Background: an optimization exercise with open tools, aiming at small area, a short achievable clock period and few clock cycles per item. Do not read the settings as production practice. Where RTL was checked, it was by simulation tests only, not by an equivalence proof against the original.

==> juniper: inputs <==
Design cnn_top, start of the top module:
module cnn_top (
	input  wire         clk,
	input  wire         reset_b,
	input  wire         run,
	output logic        busy,
	output logic [11:0] in_rd_addr,
	input  wire  [15:0] in_rd_data,
	output logic [11:0] weights_rd_addr,
	input  wire  [15:0] weights_rd_data,
	output logic [28:0] out_wr
);
export LEC_CHECK = 0
export CAP_MARGIN = 20
export CORE_MARGIN = 2
export CORE_UTILIZATION = 50
export CTS_CLUSTER_DIAMETER = 80
export CTS_CLUSTER_SIZE = 24
export SLEW_MARGIN = 70
export SYNTH_HIERARCHICAL = 1
export TNS_END_PERCENT = 20
create_clock -name core_clock -period 10.0 [get_ports {clk}]
standard.sh (not shown) runs the stock make flow with config.mk's settings and CLKGATE_MAP_FILE= SYNTH_SCRIPT=/design/flow/synth_recipe.tcl, a recipe that flattens the netlist after the stock synthesis.
==> flow/flow/run.sh <==
#!/bin/bash
set -euo pipefail
cd "$(dirname "$0")/.."
export SETUP_SLACK_MARGIN=6.8
export BUFFER_PORTS_ARGS="-buffer_cell sky130_fd_sc_hd__buf_2"
bash standard.sh > flow_make.log 2>&1
==> yarrow: changes against juniper <==
--- a/flow/design.v
+++ b/flow/design.v
@@ -3452,15 +3452,16 @@
 	always_ff @(posedge clk) begin
 		wr_int <= res_valid && (have_hi || res_last);
 		if (run)
 			oa_int <= '0;
 		else if (wr_int)
 			oa_int <= oa_int + 12'd1;
 	end
+	logic [6:0] hold;
 	always_ff @(posedge clk) begin
 		if (res_valid && !have_hi)
-			hi_q <= pool;
-		if (res_valid)
-			lo_q <= have_hi ? pool : 7'd0;
+			hold <= pool;
+		hi_q <= have_hi ? hold : pool;
+		lo_q <= have_hi ? pool : 7'd0;
 	end
 endmodule
 `default_nettype wire
==> flow/flow/run.sh (replaced) <==
#!/bin/bash
set -euo pipefail
cd "$(dirname "$0")/.."
export SETUP_SLACK_MARGIN=6.95
export BUFFER_PORTS_ARGS="-buffer_cell sky130_fd_sc_hd__buf_2"
bash standard.sh > flow_make.log 2>&1
CORE_UTILIZATION = 60   (was 50)
TNS_END_PERCENT = unset   (was 20)
==> comparison table <==
Result of the run: yarrow no timing/DRC/antenna violations; juniper no timing/DRC/antenna violations
Final worst path period need: yarrow 3.04 ns; juniper 3.17 ns
First-pass GRT wire length: yarrow 129000 um; juniper 137000 um
CTS sink cnt: yarrow 590; juniper 583
Count of antenna diodes in the layout: yarrow 0; juniper 2
Core Util, Final: yarrow 64.6%; juniper 53.9%
Width of the die: yarrow 237 um; juniper 259 um
Starting DRC count in detailed routing: yarrow 1460; juniper 1618
Antenna violations before repair: yarrow 1; juniper 3
Smallest setup slack after layout: yarrow 6.96 ns; juniper 6.83 ns
Minimum setup slack among reg-to-reg paths: yarrow 6.97 ns; juniper 6.83 ns
Post CTS Setup Buffer Count: yarrow 1; juniper 0
Total wire length: yarrow 85200 um; juniper 91800 um
Endpoint arrival time on the critical path: yarrow 1.04 ns; juniper 3.65 ns
Worst path bufs/invs: yarrow 1; juniper 2
Overall track demand over capacity in global routing: yarrow 31.3%; juniper 28.2%
Buffer count excluding the clock tree in the final layout: yarrow 99; juniper 122
Count of multi-input combinational gates: yarrow 1860; juniper 1851
# nets final: yarrow 3317; juniper 3326
Maximum clock skew at final layout: yarrow 0.0279 ns; juniper 0.0255 ns
Worst Setup Path Type: yarrow reg2out; juniper reg2reg
CP Capture Type: yarrow output pin; juniper flop
Seq Cell Count: yarrow 590; juniper 583
Smallest hold slack: yarrow 0.333 ns; juniper 0.330 ns
Testbench counts of juniper, summed over its fixed seeds: cycles 144,886, items 32,549.
For yarrow, only the layout was checked, not whether the RTL still works.

==> onyx <==
Another version of the RTL of cnn_top (not shown whole).
clock: 10.0 ns
lec_check: 0
cap_margin: 20
core_margin: 2
core_utilization: 60
setup_slack_margin: 5
slew_margin: 20
run.sh (not shown) runs the stock make flow with config.mk's settings and CLKGATE_MAP_FILE= SYNTH_SCRIPT=/design/flow/synth_recipe.tcl, a recipe that flattens the netlist after the stock synthesis.
Stock flow here: none of the scripts above is used.
==> cedar: changes against onyx <==
Settings changed: CORE_UTILIZATION 60 to 40, SETUP_SLACK_MARGIN 5 to default.
==> run summary <==
cedar completed with no timing, DRC or antenna violations. onyx passed the timing, DRC and antenna checks. Of cedar and onyx, cedar has the higher clock-buffer cell count (gap 1). Between onyx and cedar, the lower via count is in cedar (gap about 2.1%, measured against cedar). Sequential cell count is the same in onyx and cedar. Against onyx, the first-iteration DRC count of cedar is lower by 23%. Of cedar and onyx, onyx has the higher non-clock buffer count (gap 1). Between onyx and cedar, the lower global-route usage is in cedar (gap 12 points). Sequential share of layout area: cedar is lower than onyx (0.51 points). Of onyx and cedar, cedar has the higher cell area (gap 1.7%, measured against cedar).
==> figures <==
| quantity | onyx | cedar |
|---|---|---|
| Final Skew | 0.0234 ns | 0.0545 ns |
| Initial DRC count | 1954 | 1512 |
| Placeable core area | 53500 µm² | 80300 µm² |
| Via count normalized by instance count | 5.56 | 4.96 |
| Global-route wire length before repair | 145000 µm | 143000 µm |
| Via count | 21143 | 20698 |
| Required time of the critical path | 10.48 ns | 10.46 ns |
| Tightest hold margin | 0.325 ns | 0.324 ns |
| Post-Place Cells | 3706 | 4070 |
| Routability Congestion | 0.984 | 0.972 |
| Clock buffer and inverter area fraction after layout | 4.56% | 5.13% |
| Core utilization of the finished layout | 66.7% | 45.2% |
| Met2 layer wire length in the routed design | 43300 µm | 43100 µm |
| Routing usage on met1 | 47.6% | 32.7% |
| Worst reg-to-reg path cell count | 12 | 11 |
| Run status | no timing/DRC/antenna violations | no timing/DRC/antenna violations |
| Post-CTS Setup Bufs | 2 | 0 |
Testbench counts of onyx, summed over its fixed seeds: cycles 144,822, items 32,549.
Testbench counts of cedar, summed over its fixed seeds: cycles 144,822, items 32,549.

[afterwards: timing with drivers on the ports]
The results above use ideal ports. As a check the final layouts listed here were re-extracted and re-timed, cells and wires unchanged. Step 1 (the two cells are an assumption about what drives the block):
set clk [get_ports {clk}]
set_driving_cell -lib_cell sky130_fd_sc_hd__clkbuf_16 $clk
set_driving_cell -lib_cell sky130_fd_sc_hd__buf_2 [delete_from_list [all_inputs] $clk]
Step 2, shift: input delay + t, output delay - t, t = (earliest + latest rising clock arrival at the registers) / 2. This alone moves slack from input paths to output paths. Slacks: ideal ports / drivers / drivers and shift; pairs: ideal ports / drivers.
| run | t (ns) | setup WS [ns] | hold WS [ns] | slew at the worst register clock pin (ns) | worst slew at a driven data input, ns |
|---|---|---|---|---|---|
| juniper | 0.649 | 6.829 / 6.813 / 6.829 | 0.330 / 0.330 / 0.330 | 0.09 / 0.09 | 0.08 |
| yarrow | 0.635 | 6.961 / 6.898 / 6.888 | 0.333 / 0.333 / 0.333 | 0.10 / 0.10 | 0.07 |
| onyx | 0.657 | 5.276 / 5.276 / 5.276 | 0.325 / 0.325 / 0.325 | 0.07 / 0.07 | 0.05 |
| cedar | 0.681 | 4.434 / 4.434 / 4.434 | 0.324 / 0.324 / 0.324 | 0.07 / 0.07 | 0.07 |
After both steps every run listed still meets setup and hold. The setup slack of yarrow, which loses most, moves by -0.063 ns with the drivers and by -0.073 ns with both steps.
